Background: an optimization exercise with open tools, aiming at small area and a short achievable clock period. Do not read the settings as production practice.
RTL that was checked went through simulation tests only; none was proved equivalent to the original.
For run 2, only the layout was checked, not whether the RTL still works.
Power and IR drop assume default switching activity.

### flow/config.mk
export PLATFORM = sky130hd
export DESIGN_NAME = mips_dmem_responder
export DESIGN_NICKNAME = mips_dmem_responder
export VERILOG_FILES = /design/flow/design.v
export SDC_FILE = /design/flow/constraint.sdc
export NUM_CORES = 4
export LEC_CHECK = 0
export CAP_MARGIN = 20
export CORE_MARGIN = 2
export CORE_UTILIZATION = 35
export PLACE_DENSITY = 0.45
export SLEW_MARGIN = 20
### flow/constraint.sdc
create_clock -name core_clock -period 5.5 [get_ports {clk}]
set_input_delay 1.1000 -clock core_clock [delete_from_list [all_inputs] [get_ports {clk}]]
set_output_delay 1.1000 -clock core_clock [all_outputs]
set_load 0.01 [all_outputs]
### flow/design.v
module mips_dmem_responder #(
  parameter int DEPTH       = 128,
  parameter int WAIT_CYCLES = 2
) (
  input  logic        clk,
  input  logic        reset,
  input  logic        req,
  input  logic        we,
  input  logic [31:0] addr,
  input  logic [31:0] wdata,
  input  logic [3:0]  be,
  output logic [31:0] rdata,
  output logic        ready,
  output logic        err,
  output logic        busy
);
  localparam int         IDX_W     = $clog2(DEPTH);
  localparam logic [3:0] WAIT_INIT = 4'(WAIT_CYCLES);
  typedef enum logic [1:0] {IDLE, WAIT, RESP} state_t;
  state_t           state, state_next;
  logic [3:0]       cnt, cnt_next;
  logic             accept, enter_resp;
  logic             we_q;
  logic [31:0]      addr_q, wdata_q;
  logic             cur_we;
  logic [31:0]      cur_addr, cur_wdata;
  logic [3:0]       cur_be;
  logic [IDX_W-1:0] idx;
  logic             bad, do_write;
  logic [31:0]      mem [DEPTH];
  logic [3:0] be_q;
  always_comb begin
    state_next = state;
    cnt_next   = cnt;
    accept     = 1'b0;
    enter_resp = 1'b0;
    case (state)
      IDLE: begin
        if (req) begin
          accept = 1'b1;
          if (WAIT_CYCLES == 0) begin
            state_next = RESP;
            enter_resp = 1'b1;
            cnt_next   = 4'd0;
          end else begin
            state_next = WAIT;
            cnt_next   = WAIT_INIT;
          end
        end
      end
      WAIT: begin
        cnt_next = cnt - 4'd1;
        if (cnt <= 4'd1) begin
          state_next = RESP;
          enter_resp = 1'b1;
          cnt_next   = 4'd0;
        end
      end
      RESP:    state_next = IDLE;
      default: state_next = IDLE;
    endcase
  end
  always_comb begin
    cur_we    = we_q;
    cur_addr  = addr_q;
    cur_wdata = wdata_q;
    if (state == IDLE) begin
      cur_we    = we;
      cur_addr  = addr;
      cur_wdata = wdata;
    end
  end
  assign cur_be = (state == IDLE) ? be : be_q;
  assign idx      = cur_addr[IDX_W+1:2];
  assign bad      = (cur_addr[1:0] != 2'b00) || ((cur_addr >> (IDX_W + 2)) != 32'd0);
  assign do_write = enter_resp && cur_we && !bad;
  always_ff @(posedge clk or negedge reset) begin
    if (!reset) begin
      state   <= IDLE;
      cnt     <= 4'd0;
      we_q    <= 1'b0;
      addr_q  <= 32'd0;
      wdata_q <= 32'd0;
      be_q    <= 4'd0;
    end else begin
      state <= state_next;
      cnt   <= cnt_next;
      if (accept) begin
        we_q    <= we;
        addr_q  <= addr;
        wdata_q <= wdata;
        be_q    <= be;
      end
    end
  end
  always_ff @(posedge clk or negedge reset) begin
    if (!reset) begin
      rdata <= 32'd0;
      err   <= 1'b0;
    end else if (enter_resp) begin
      err   <= bad;
      rdata <= (!bad && !cur_we) ? mem[idx] : 32'd0;
    end else begin
      err   <= 1'b0;
      rdata <= 32'd0;
    end
  end
  always_ff @(posedge clk) begin
    if (do_write) begin
      for (int b = 0; b < 4; b++) begin
        if (cur_be[b]) mem[idx][8*b +: 8] <= cur_wdata[8*b +: 8];
      end
    end
  end
  assign ready = (state == RESP);
  assign busy  = (state != IDLE);
endmodule
### flow/run.sh
#!/bin/bash
# synth_recipe.tcl (not shown) runs the flow's synth.tcl, then flattens the netlist and writes it again
# the make line also repeats each setting of config.mk as NAME=value (left out here)
make -C /OpenROAD-flow-scripts/flow DESIGN_CONFIG=/design/flow/config.mk WORK_HOME=/design/flow/orfs CLKGATE_MAP_FILE= SYNTH_SCRIPT=/design/flow/synth_recipe.tcl finish
==> results of run 1 <==
==> per-layer routing <==
layer	GRT usage, %	routed length, um
met1	35.8	255000
met2	42.1	290000
met3	4.28	50200
met4	10.0	26700
met5	0	168
==> cell usage after synthesis (all sizes together) (8+ instances only) <==
cell type / n / share of area (%)
o31ai: 70 / 0.33
edfxtp: 4096 / 77
dfrtp: 108 / 1.7
o41ai: 61 / 0.33
nor3: 96 / 0.31
a41oi: 31 / 0.17
nand2: 1323 / 3.1
a31o: 9 / 0.049
clkbuf: 320 / 0.75
or3: 9 / 0.035
buf: 403 / 1.3
a31oi: 241 / 0.94
nand3: 359 / 1.1
o21a: 8 / 0.038
o22a: 73 / 0.40
o221ai: 74 / 0.40
mux2i: 196 / 1.2
a21oi: 515 / 1.6
o22ai: 1069 / 4.2
or4: 27 / 0.13
o21ai: 32 / 0.10
mux2: 69 / 0.49
a32oi: 126 / 0.69
nor2: 1090 / 2.6
nor4: 217 / 0.85
==> power by group through the flow <==
stage | registers (mW) | clock network (mW) | logic, mW
2_1_floorplan | 43.5 | 0 | 17.0
3_3_place_gp | 42.7 | 0 | 37.4
3_5_place_dp | 42.7 | 0 | 37.8
4_1_cts | 42.0 | 30.6 | 37.9
5_1_grt | 42.1 | 31.8 | 39.7
6_report | 42.1 | 30.2 | 38.1
==> cells by family (layout without fill, tap and decap cells) <==
group / after synthesis / after routing / synth area share, %
fa+ha+maj: 2 / 2 / 0.0156
simple gates: 3151 / 3151 / 8.24
compound gates: 2344 / 2344 / 9.49
flops: 4204 / 4204 / 78.5
buf+inv: 730 / 1936 / 2.04
mux: 265 / 265 / 1.71
other cells: 0 / 29 / 0
==> cells in the final DEF, fill, tap and decap left out, types with 95 or more instances in the layout <==
| cell | synthesis | routed |
|---|---|---|
| buf_4 | 26 | 853 |
| mux2i_1 | 196 | 196 |
| a32oi_1 | 126 | 126 |
| nand3_1 | 359 | 359 |
| a21oi_1 | 514 | 514 |
| edfxtp_1 | 4096 | 4096 |
| clkbuf_16 | 0 | 454 |
| clkdlybuf4s50_1 | 0 | 105 |
| nand2_1 | 1323 | 1269 |
| clkbuf_1 | 320 | 104 |
| nor4_1 | 216 | 208 |
| buf_12 | 0 | 129 |
| a31oi_1 | 241 | 239 |
| nor3_1 | 95 | 95 |
| clkinv_1 | 0 | 101 |
| o22ai_1 | 1069 | 1069 |
| nor2_1 | 1089 | 1087 |
| dfrtp_1 | 108 | 108 |
==> layout make-up <==
class,instances,share of cell area [%]
well taps,6000,3.95
repair buffers,1090,5.32
multi-input cells,5762,16.8
inverters,7,0.0138
diodes,29,0.0382
clock inverters,260,1.34
flip-flops and latches,4204,66.2
clock buffers,579,6.34
==> worst paths after layout <==
check / depth (start not counted) / slack (ps) / to
min in group core_clock: 1 / 510 / be_q[0]
worst max-delay path: 11 / 400 / rdata[5]
worst max register to register: 11 / 770 / rdata[5]
worst min register to register: 1 / 510 / be_q[0]
worst min-delay path: 1 / 130 / rdata[2]
max in group asynchronous: 2 / 4160 / wdata_q[31]
==> critical path, stage by stage <==
cell	delay, ps
clkdlybuf4s50_1	970
nor2_1	340
a22oi_2	460
buf_12	330
buf_12	280
o22a_1	170
o221ai_1	110
o31ai_1	480
o2111ai_1	300
a21oi_1	930
nor4b_2	390
==> state kept, by name, summed over array words and instances (netlist names) <==
register / cells
cnt: 4
wdata_q: 32
state: 2
rdata: 32
mem: 4096
err: 1
be_q: 4
addr_q: 32
we_q: 1
==> impl_metrics.py, run 1 <==
metrics = {
    "critical_path": {
        "cp-start-kind": "input port",
        "required_ps": 6390,
        "cp.arrival_ps": 5990,
        "end_kind": "register",
        "startpoint": "addr[2]",
        "worstPathMaxFanout": 27,
        "crit_type": "input port to register",
        "crit-reg2reg-launch": "state[0]",
    },
    "power_and_ir_drop": {
        "comb_power_share_pct": 34.5,
        "seq_power_share_pct": 38.1,
        "cellPowerDensity_nw_per_um2": 581,
        "p_int_mw": 68.5,
        "p_clk_share_pct": 27.4,
        "power.total_mw": 110,
        "switching_power_mw": 41.8,
        "power_leakage_nw": 61.7,
        "netSwitchingFraction_pct": 37.9,
        "ir_drop_mv": 0.543,
    },
    "layout": {
        "layout.area.seq_um2": 126000,
        "fin_area_um2": 190000,
        "fillers": 41307,
        "fin_util_pct": 41.6,
        "area_growth_pct": 18.5,
        "nNetsFinal": 11589,
        "drive_gt1_share_pct": 15.1,
        "multi_input_area_um2": 31800,
        "fin_cells": 17931,
    },
    "route": {
        "drc": 0,
        "dr.pass1.iters": 8,
        "num_vias": 104894,
        "dr.first_iter.drc_count": 13287,
        "wl_per_cell_um": 34.7,
        "finalWirelength_mm": 623,
        "antenna_left": 0,
        "viasPerCell": 5.85,
    },
    "floorplanning": {
        "start_util_pct": 35.1,
        "die_w_um": 680,
        "ios": 107,
        "die_y_um": 680,
        "core-area_um2": 456000,
        "die-area_um2": 463000,
        "placement_rows": 248,
    },
    "timing": {
        "fin_tns_setup_ps": 0,
        "fin_crit_sh_pct": 92.7,
        "min_period_ps": 5100,
        "grt_setup_unrepaired": "no",
        "hold-worst-slack_ps": 134,
        "clock.fmax_mhz": 196,
        "final-setup-viol-count": 0,
        "worst_pin_slew_ps": 1230,
        "slew_headroom_pct": 17.9,
        "worst_slack_ps": 401,
        "hold_violations": 0,
        "slew_viol_final": 0,
        "fin_skew_ps": 93.1,
    },
    "placed_design": {
        "place.gp.congestion": 0.872,
        "dpl-instance-area_um2": 175000,
        "pre_cts_ws_ps": -468,
        "dp.cells": 17061,
        "dp_hpwl_mm": 397,
        "port_buffers": 106,
    },
    "clock_network": {
        "ctsHoldBuffers": 0,
        "clk_transition_reported_paths_ps": 60,
        "root_buffer": "clkbuf_16",
        "post_cts_buffers": 0,
        "cts_tree": "done",
        "cts.htree.levels": 5,
        "numCtsBuffers": 450,
        "clock_latency_ps": 1050,
        "numClockSinks": 4204,
        "cts_resized": 0,
        "clock_path_buffers": 4,
    },
    "global_route": {
        "grt_pass1_wl_mm": 851,
        "grt_max_degree": 129,
        "first_global_vias": 102018,
        "antenna_found_initial": 46,
        "grt_usage_pct": 26.2,
        "gr-total-overflow": 0,
    },
    "synthesis": {
        "yosysSeqAreaShare_pct": 78.5,
        "synth_area_per_cell_um2": 15.0,
        "ys_seq_elements": 4204,
        "synthArstFlopShare_pct": 2.57,
        "synthCells": 10696,
        "syn_nets": 10770,
        "synthesis.area_um2": 160000,
        "ys.flop_type": "edfxtp_1",
        "synth-edff-count": 4096,
        "synth_warnings": 1,
        "synth_cell_types": 62,
    },
    "status": {
        "outcome": "timing/DRC/antenna clean",
    },
    "hold_path": {
        "hold_path_class": "input port to async pin",
    },
    "job": {
        "drv_cap": 0,
    },
}
==> run 2: changes to the inputs <==
==> flow/design.v (replaced) <==
module mips_dmem_responder #(
  parameter int DEPTH       = 128,
  parameter int WAIT_CYCLES = 2
) (
  input  logic        clk,
  input  logic        reset,
  input  logic        req,
  input  logic        we,
  input  logic [31:0] addr,
  input  logic [31:0] wdata,
  input  logic [3:0]  be,
  output logic [31:0] rdata,
  output logic        ready,
  output logic        err,
  output logic        busy
);
  logic b_q, x_q, r_q;
  logic rd_q;               
  logic [3:0]  a_q, c_q;
  logic [7:0]  h_q;
  logic [31:0] wdata_q;
  logic [3:0]  bwe_q;       
  logic        ld_q;        
  logic        bad_q;       
  logic [3:0] be_in;
  assign be_in = be;
  logic ok_in;
  assign ok_in = (addr[1:0] == 2'b00) && (addr[31:9] == 23'd0);
  always_ff @(posedge clk or negedge reset) begin
    if (!reset) begin
      b_q  <= 1'b0;
      x_q  <= 1'b0;
      r_q  <= 1'b0;
      rd_q <= 1'b0;
    end else begin
      b_q  <= b_q ? !r_q : req;
      x_q  <= b_q && !x_q && !r_q;
      r_q  <= x_q;
      rd_q <= b_q && !x_q && !r_q && ld_q;
    end
  end
  always_ff @(posedge clk) begin
    if (!b_q) begin
      a_q     <= 4'b0001 << addr[3:2];
      c_q     <= 4'b0001 << addr[5:4];
      h_q     <= 8'b0000_0001 << addr[8:6];
      wdata_q <= wdata;
      bwe_q   <= be_in & {4{we && ok_in}};
      ld_q    <= !we && ok_in;
      bad_q   <= !ok_in;
    end
  end
  logic [31:0] mem [128];
  logic [3:0]  wen;
  assign wen = bwe_q & {4{x_q}};
  always_ff @(posedge clk) begin
    for (int w = 0; w < 128; w++) begin
      for (int b = 0; b < 4; b++) begin
        if (a_q[w%4] && c_q[(w/4)%4] && h_q[w/16] && wen[b])
          mem[w][8*b +: 8] <= wdata_q[8*b +: 8];
      end
    end
  end
  logic [7:0]  hr;
  logic [31:0] rd;
  assign hr = h_q & {8{rd_q}};
  always_comb begin
    rd = '0;
    for (int w = 0; w < 128; w++)
      rd |= mem[w] & {32{a_q[w%4] && c_q[(w/4)%4] && hr[w/16]}};
  end
  always_ff @(posedge clk or negedge reset) begin
    if (!reset) begin
      rdata <= 32'd0;
      err   <= 1'b0;
    end else begin
      rdata <= rd;
      err   <= x_q && bad_q;
    end
  end
  assign ready = r_q;
  assign busy  = b_q;
endmodule
--- a/flow/config.mk
+++ b/flow/config.mk
@@ -7,6 +7,7 @@
 export LEC_CHECK = 0
 export CAP_MARGIN = 20
 export CORE_MARGIN = 2
-export CORE_UTILIZATION = 35
-export PLACE_DENSITY = 0.45
+export CORE_UTILIZATION = 50
+export PLACE_DENSITY = 0.6
+export SETUP_SLACK_MARGIN = 2.6
 export SLEW_MARGIN = 20
==> impl_metrics.py, run 2 <==
metrics = {
    "clock_network": {
        "ctsHoldBuffers": 0,
        "numClockSinks": 4187,
        "numCtsBuffers": 417,
        "clk_transition_reported_paths_ps": 70,
        "cts_tree": "done",
        "root_buffer": "clkbuf_16",
        "clock_path_buffers": 4,
        "cts.htree.levels": 5,
        "clock_latency_ps": 980,
    },
    "placed_design": {
        "port_buffers": 106,
        "place.gp.congestion": 0.905,
        "dpl-instance-area_um2": 158000,
        "dp_hpwl_mm": 290,
    },
    "global_route": {
        "grt_max_degree": 129,
        "first_global_vias": 81396,
        "grt_pass1_wl_mm": 630,
        "gr-total-overflow": 0,
        "grt_usage_pct": 29.0,
        "antenna_found_initial": 36,
    },
    "floorplanning": {
        "core-area_um2": 303000,
        "start_util_pct": 50.2,
        "ios": 107,
        "placement_rows": 202,
        "die_w_um": 555,
        "die_y_um": 555,
        "die-area_um2": 308000,
    },
    "route": {
        "dr.first_iter.drc_count": 12900,
        "wl_per_cell_um": 35.8,
        "num_vias": 85240,
        "drc": 0,
        "viasPerCell": 6.67,
        "finalWirelength_mm": 458,
        "dr.pass1.iters": 8,
        "antenna_left": 0,
    },
    "timing": {
        "fin_skew_ps": 55.5,
        "fin_crit_sh_pct": 63.8,
        "slew_viol_final": 0,
        "hold-worst-slack_ps": 415,
        "clock.fmax_mhz": 285,
        "slew_headroom_pct": 23.4,
        "fin_tns_setup_ps": 0,
        "final-setup-viol-count": 0,
        "worst_pin_slew_ps": 1150,
        "grt_setup_unrepaired": "yes",
        "min_period_ps": 3510,
        "hold_violations": 0,
    },
    "critical_path": {
        "required_ps": 6300,
        "end_kind": "register",
        "cp-start-kind": "register",
        "crit_type": "register to register",
        "worstPathMaxFanout": 32,
        "cp.arrival_ps": 4310,
    },
    "layout": {
        "fin_util_pct": 57.9,
        "largest_registers": "mem: 4096 flops, rdata: 32 flops, wdata_q: 32 flops",
        "nNetsFinal": 8518,
        "largest_reg_flops": 4096,
        "final_common_cell": "edfxtp_1",
        "fin_area_um2": 175000,
        "area_growth_pct": 15.4,
        "drive_gt1_share_pct": 18.6,
        "largest_register": "mem",
        "final_cell_mix": "edfxtp_1, a22o_1, a22oi_1, a221oi_1, clkbuf_16",
    },
    "synthesis": {
        "synth-edff-count": 4150,
        "ys.flop_type": "edfxtp_1",
        "synth_area_per_cell_um2": 18.7,
        "synth_top_cells_by_count": "edfxtp_1, a22o_1, a221oi_1",
        "synthArstFlopShare_pct": 0.884,
        "synthesis.area_um2": 152000,
        "synth_cell_types": 28,
        "yosysSeqAreaShare_pct": 82.7,
        "syn_nets": 8206,
        "ys_seq_elements": 4187,
        "synth_top_area_cell": "edfxtp_1",
        "post-synth-top-count-cell": "edfxtp_1",
        "synthCells": 8134,
        "yosys.area.top_type_share_pct": 82.1,
        "synthTopCellsByArea": "edfxtp_1, a22o_1, a221oi_1",
        "synth_warnings": 2,
    },
    "hold_path": {
        "hold_path_class": "input port to async pin",
    },
    "status": {
        "outcome": "timing/DRC/antenna clean",
    },
    "job": {
        "drv_cap": 0,
    },
    "power_and_ir_drop": {
        "power_leakage_nw": 54.3,
        "cellPowerDensity_nw_per_um2": 449,
        "ir_drop_mv": 0.742,
    },
}
## run 2: cell types whose count changed after synthesis, sizes merged, moves of 246 or more
cell / previous run / this run
a221oi: 0 / 704
nor2: 1090 / 602
o22ai: 1069 / 0
a21oi: 515 / 0
buf: 403 / 157
nand2: 1323 / 158
a22oi: 7 / 640
a22o: 0 / 704
## run 2: worst paths after layout
| path | end | cells after the start | start | slack [ps] |
|---|---|---|---|---|
| hold / removal | rdata[9] | 2 | reset | 420 |
| hold reg to reg | rd_q | 1 | ld_q | 460 |
| max in group asynchronous | rdata[5] | 2 | reset | 4220 |
| setup / recovery | rdata[23] | 8 | h_q[7] | 1990 |
| min in group core_clock | rd_q | 1 | ld_q | 460 |
| setup reg to reg | rdata[23] | 8 | h_q[7] | 1990 |
## run 2: cell families (layout without fill, tap and decap cells)
| kind of cell | count (synthesis) | after routing | synth area share, % |
|---|---|---|---|
| flip-flops | 4187 | 4187 | 82.7 |
| AO/OA/AOI/OAI | 2049 | 2049 | 11.5 |
| AND/OR/NAND/NOR | 1360 | 1365 | 4.25 |
| buffers and inverters | 538 | 1192 | 1.63 |
| other | 0 | 17 | 0 |
## run 2: worst max-delay path, cell delays in order, from the launching register on
cell	delay, ps
edfxtp_1	450
buf_6	290
and4_1	280
buf_6	190
a22o_1	230
a221oi_1	230
nand4_1	640
nor4_4	830
nand3_1	150
## run 2: metrics by stage
| stage | setup WS (ps) | cells | power (mW) |
|---|---|---|---|
| after global placement | 17.7 | 11915 | 49.8 |
| final | 1990 | 12788 | 78.6 |
| after detailed placement | 1100 | 11939 | 50.2 |
| after CTS | 2110 | 12730 | 78.2 |
| after floorplan | 3230 | 8134 | 43.3 |
| after global routing | 2120 | 12776 | 80.3 |
## run 2: final cells by class
cell class | count | area [um^2]
diodes | 17 | 42.5
clock buffers | 521 | 11000
clock inverters | 245 | 2390
fillers | 22120 | 127000
inverters | 2 | 10.0
multi-input cells | 3414 | 27100
flip-flops and latches | 4187 | 126000
well taps | 3978 | 4980
repair buffers | 424 | 4150
## run 2: power breakdown
| group | leakage [nW] | switching (mW) | internal, mW |
|---|---|---|---|
| clock | 6.52 | 12.1 | 15.8 |
| combinational | 10.0 | 9.08 | 2.24 |
| sequential | 37.8 | 0.844 | 38.6 |
## run 2: timing repair
action                                   CTS  global route
pin swaps                                 95            96
setup buffers                             25            30
gates resized for setup                  624           187
endpoints found under the setup margin  3645           996
gates cloned                               0            10
## run 2: routing by layer
layer  vias up  part of all wire, %  global-route usage, %
met5         -                0.028                      0
met4        18                  5.0                   12.3
met3       906                   11                   5.77
met2      5053                   46                   44.5
met1     44256                   38                   40.7
li1      35007                    -                      -

-- what the ideal ports hide --
No port has a modelled driver above. Below, the same layouts with a new extraction and two added sets of constraints. Step 1: set_driving_cell puts a clkbuf_16 on clk and a buf_2 on each other input, an assumption about the parent block. Step 2 moves the port delays by t, midway between the first and last clock arrival at a register: inputs arrive t later, outputs are due t later. That takes back most of the time a late clock gives input paths. Three values: ideal ports, drivers, drivers and shift; two values: the first two.
| run | t, ns | setup WS [ns] | worst setup path at the end | worst slew at a driven data input, ns | cell pins on the clock port's net |
|---|---|---|---|---|---|
| run 1 | 1.103 | 0.401 / 0.469 / -0.633 | input to register | 0.20 | 1 |
| run 2 | 1.055 | 1.989 / 1.989 / 1.989 | register to register | 0.25 | 1 |
With both steps, setup timing fails in run 1, where it was met with ideal ports. For run 1, which loses most, drivers alone change the setup slack by +0.068 ns; drivers and shift together by -1.034 ns.
